Background: an optimization exercise with open tools, aiming at small area. Do not read the settings as production practice.
RTL that was checked went through simulation tests only; none was proved equivalent to the original.
No activity file was given, so power comes from the tool's default toggle rates.

==> inputs of wip/quartz <==
// rv_decode_stage
module rv_decode_stage (
    input  logic         clk,
    input  logic         rst,
    input  logic [31:0]  inst,
    input  logic [31:0]  inst_pc,
    input  logic         inst_valid,
    output logic         inst_ready,
    output logic         alu_valid,
    input  logic         alu_ready,
    output logic [144:0] alu_pkt,    
    input  logic         jmp_done,
    input  logic [37:0]  wb          
);
clock: 5.5 ns
lec_check: 0
cap_margin: 20
core_margin: 2
core_utilization: 45
cts_buf_list: sky130_fd_sc_hd__clkbuf_4 sky130_fd_sc_hd__clkbuf_8
slew_margin: 20
synth_hierarchical: 1
standard.sh (not shown) runs the stock make flow with config.mk's settings and CLKGATE_MAP_FILE= SYNTH_SCRIPT=/design/flow/synth_recipe.tcl, a recipe that flattens the netlist after the stock synthesis.
==> flow/flow/run.sh <==
#!/bin/bash
# Standard layout, with plain buf_1 cells as the port buffers instead of the
# delay buffer buffer_ports picks by default.
set -euo pipefail
export BUFFER_PORTS_ARGS="-buffer_cell sky130_fd_sc_hd__buf_1"
bash standard.sh finish > standard_flow.log 2>&1
==> inputs of wip/yarrow, as changes to wip/quartz <==
==> flow/run.sh (new file) <==
#!/bin/bash
# synth_recipe.tcl (not shown) runs the flow's synth.tcl, then flattens the netlist and writes it again
# the make line also repeats each setting of config.mk as NAME=value (left out here)
make -C /OpenROAD-flow-scripts/flow DESIGN_CONFIG=/design/flow/config.mk WORK_HOME=/design/flow/orfs CLKGATE_MAP_FILE= SYNTH_SCRIPT=/design/flow/synth_recipe.tcl finish
--- a/flow/config.mk
+++ b/flow/config.mk
@@ -8,6 +8,5 @@
 export CAP_MARGIN = 20
 export CORE_MARGIN = 2
-export CORE_UTILIZATION = 45
-export CTS_BUF_LIST = sky130_fd_sc_hd__clkbuf_4 sky130_fd_sc_hd__clkbuf_8
+export CORE_UTILIZATION = 30
 export SLEW_MARGIN = 20
 export SYNTH_HIERARCHICAL = 1
removed: flow/flow/run.sh
removed: flow/standard.sh
==> results.json <==
{
  "post_cts_resized": 167,
  "post_cts_buffers": 6,
  "setup_viol": 2,
  "p_leak_nw": 20.7,
  "fin_ws_ps": -36.0,
  "failed_checks": "negative setup slack",
  "pwr-share-comb_pct": 4.1,
  "outcome": "failed layout checks"
}
Source of the figures above: wip/yarrow

==> results.json <==
{
  "outcome": "failed layout checks",
  "failed_checks": "negative setup slack",
  "p_leak_nw": 18.5,
  "post_cts_resized": 2,
  "drt_iter0_markers": 8775,
  "pwr-share-comb_pct": 3.6,
  "reg.largest.list": "regs (992), pend (62), vld (31)",
  "rows": 117,
  "setup_viol": 2,
  "post_cts_buffers": 0,
  "fin_ws_ps": -57.8,
  "placed_area_um2": 51500
}
Source of the figures above: wip/quartz

No functional check of the RTL was part of any run of this note.

========
==> inputs of delta <==
Another version of the RTL of rv_decode_stage (not shown whole).
Settings: LEC_CHECK=0, CAP_MARGIN=20, CORE_MARGIN=2, CORE_UTILIZATION=50, PLACE_DENSITY=0.7, SETUP_SLACK_MARGIN=0.1, SLEW_MARGIN=20, SYNTH_HIERARCHICAL=1; clock period 5.5 ns.
==> flow/flow/run.sh <==
#!/bin/bash
# Standard layout with two changes: plain buf_1 cells as the port buffers
# (instead of the delay buffer buffer_ports picks by default), and a clock
# tree of larger sink clusters, without dummy loads.
set -euo pipefail
export BUFFER_PORTS_ARGS="-buffer_cell sky130_fd_sc_hd__buf_1"
export CTS_ARGS="-sink_clustering_enable -repair_clock_nets -dont_use_dummy_load -buf_list {sky130_fd_sc_hd__clkbuf_8} -sink_clustering_size 16 -sink_clustering_max_diameter 50"
bash standard.sh finish > standard_flow.log 2>&1
==> inputs of juniper, as changes to delta <==
CORE_UTILIZATION = 40   (was 50)
PLACE_DENSITY = default   (was 0.7)
==> inputs of umber, as changes to delta <==
==> flow/flow/run.sh (replaced) <==
#!/bin/bash
# Standard layout with two changes: plain buf_1 cells as the port buffers
# (instead of the delay buffer buffer_ports picks by default), and a clock
# tree of larger sink clusters, without dummy loads.
set -euo pipefail
export BUFFER_PORTS_ARGS="-buffer_cell sky130_fd_sc_hd__buf_1"
export CTS_ARGS="-sink_clustering_enable -repair_clock_nets -dont_use_dummy_load -buf_list {sky130_fd_sc_hd__clkbuf_8} -sink_clustering_size 14 -sink_clustering_max_diameter 50"
bash standard.sh finish > standard_flow.log 2>&1
CORE_UTILIZATION = 40   (was 50)
PLACE_DENSITY = default   (was 0.7)
SETUP_SLACK_MARGIN = 0.2   (was 0.1)
==> summary.txt <==
Run status
  • Status: finished clean

Clocking
  • CTS Buf Count: 105

GRT
  • Global-route wire length before repair: 267,000 um

Floorplan
  • Cell Rows: 124

STA
  • Period utilization: 96.8%
  • Max Fclk: 0.188 GHz

Setup path
  • Levels on crit path: 12

Placement
  • Placed insts: 5,094

Power and ir drop
  • Flop pwr share: 64.8%
  • Clock power frac: 30.6%

Cells and area
  • Fill count: 10,200
The numbers above come from juniper.

==> summary.txt <==
Floorplan
  • Cell Rows: 124
  • Die area: 118,000 um^2

Clocking
  • CTS root buf: clkbuf_8
  • CTS Buf Count: 108

Cells and area
  • Most common cell after layout, fill and taps aside: edfxtp_1
  • FF/Latch Area: 31,700 um^2
  • Fill count: 10,200

GRT
  • Global-route wire length before repair: 266,000 um
  • Met2 Resource Use GR: 47.4%

Power and ir drop
  • Flop pwr share: 64.6%
  • Clock power frac: 30.9%

Synth
  • Top_reg_cell synth: edfxtp_1

STA
  • Period utilization: 95.3%

Placement
  • Placed insts: 5,094

Flow run
  • Max-Cap Viols: 0

Run status
  • Status: finished clean
The numbers above come from umber.

==> summary.txt <==
Floorplan
  • Cell Rows: 111

Power and ir drop
  • Clock power frac: 30.3%
  • Flop pwr share: 65.1%

STA
  • Max Fclk: 0.186 GHz

GRT
  • Global-route wire length before repair: 256,000 um

Run status
  • Status: finished clean

Clocking
  • CTS Buf Count: 105

Setup path
  • Levels on crit path: 12
The numbers above come from delta.

static timing again, ports no longer ideal:
In the flow no input, the clock included, has a driving cell. The finished layouts below were timed again as built, in two steps.
Step 1 (the two cells are an assumption about what drives the block):
set clk [get_ports {clk}]
set_driving_cell -lib_cell sky130_fd_sc_hd__clkbuf_16 $clk
set_driving_cell -lib_cell sky130_fd_sc_hd__buf_2 [delete_from_list [all_inputs] $clk]
Step 2 times the ports against the registers' clock, not the clock port: input delays grow and output delays shrink by t, the midpoint of the rising clock arrivals with the driver on.
Slacks: ideal ports / drivers / drivers and shift; pairs: ideal ports / drivers.
run | t (ns) | setup slack, ns | hold slack, ns
wip/quartz | 0.930 | -0.058 / -0.086 / -0.086 | 0.476 / 0.476 / 0.476
wip/yarrow | 0.772 | -0.036 / -0.075 / -0.075 | 0.487 / 0.487 / 0.487
delta | 0.788 | 0.133 / 0.108 / 0.108 | 0.527 / 0.527 / 0.527
juniper | 0.857 | 0.178 / 0.152 / 0.152 | 0.533 / 0.533 / 0.533
umber | 0.848 | 0.261 / 0.234 / 0.234 | 0.530 / 0.530 / 0.530
The setup slack of wip/yarrow, which loses most, moves by -0.039 ns with the drivers and by -0.039 ns with both steps.
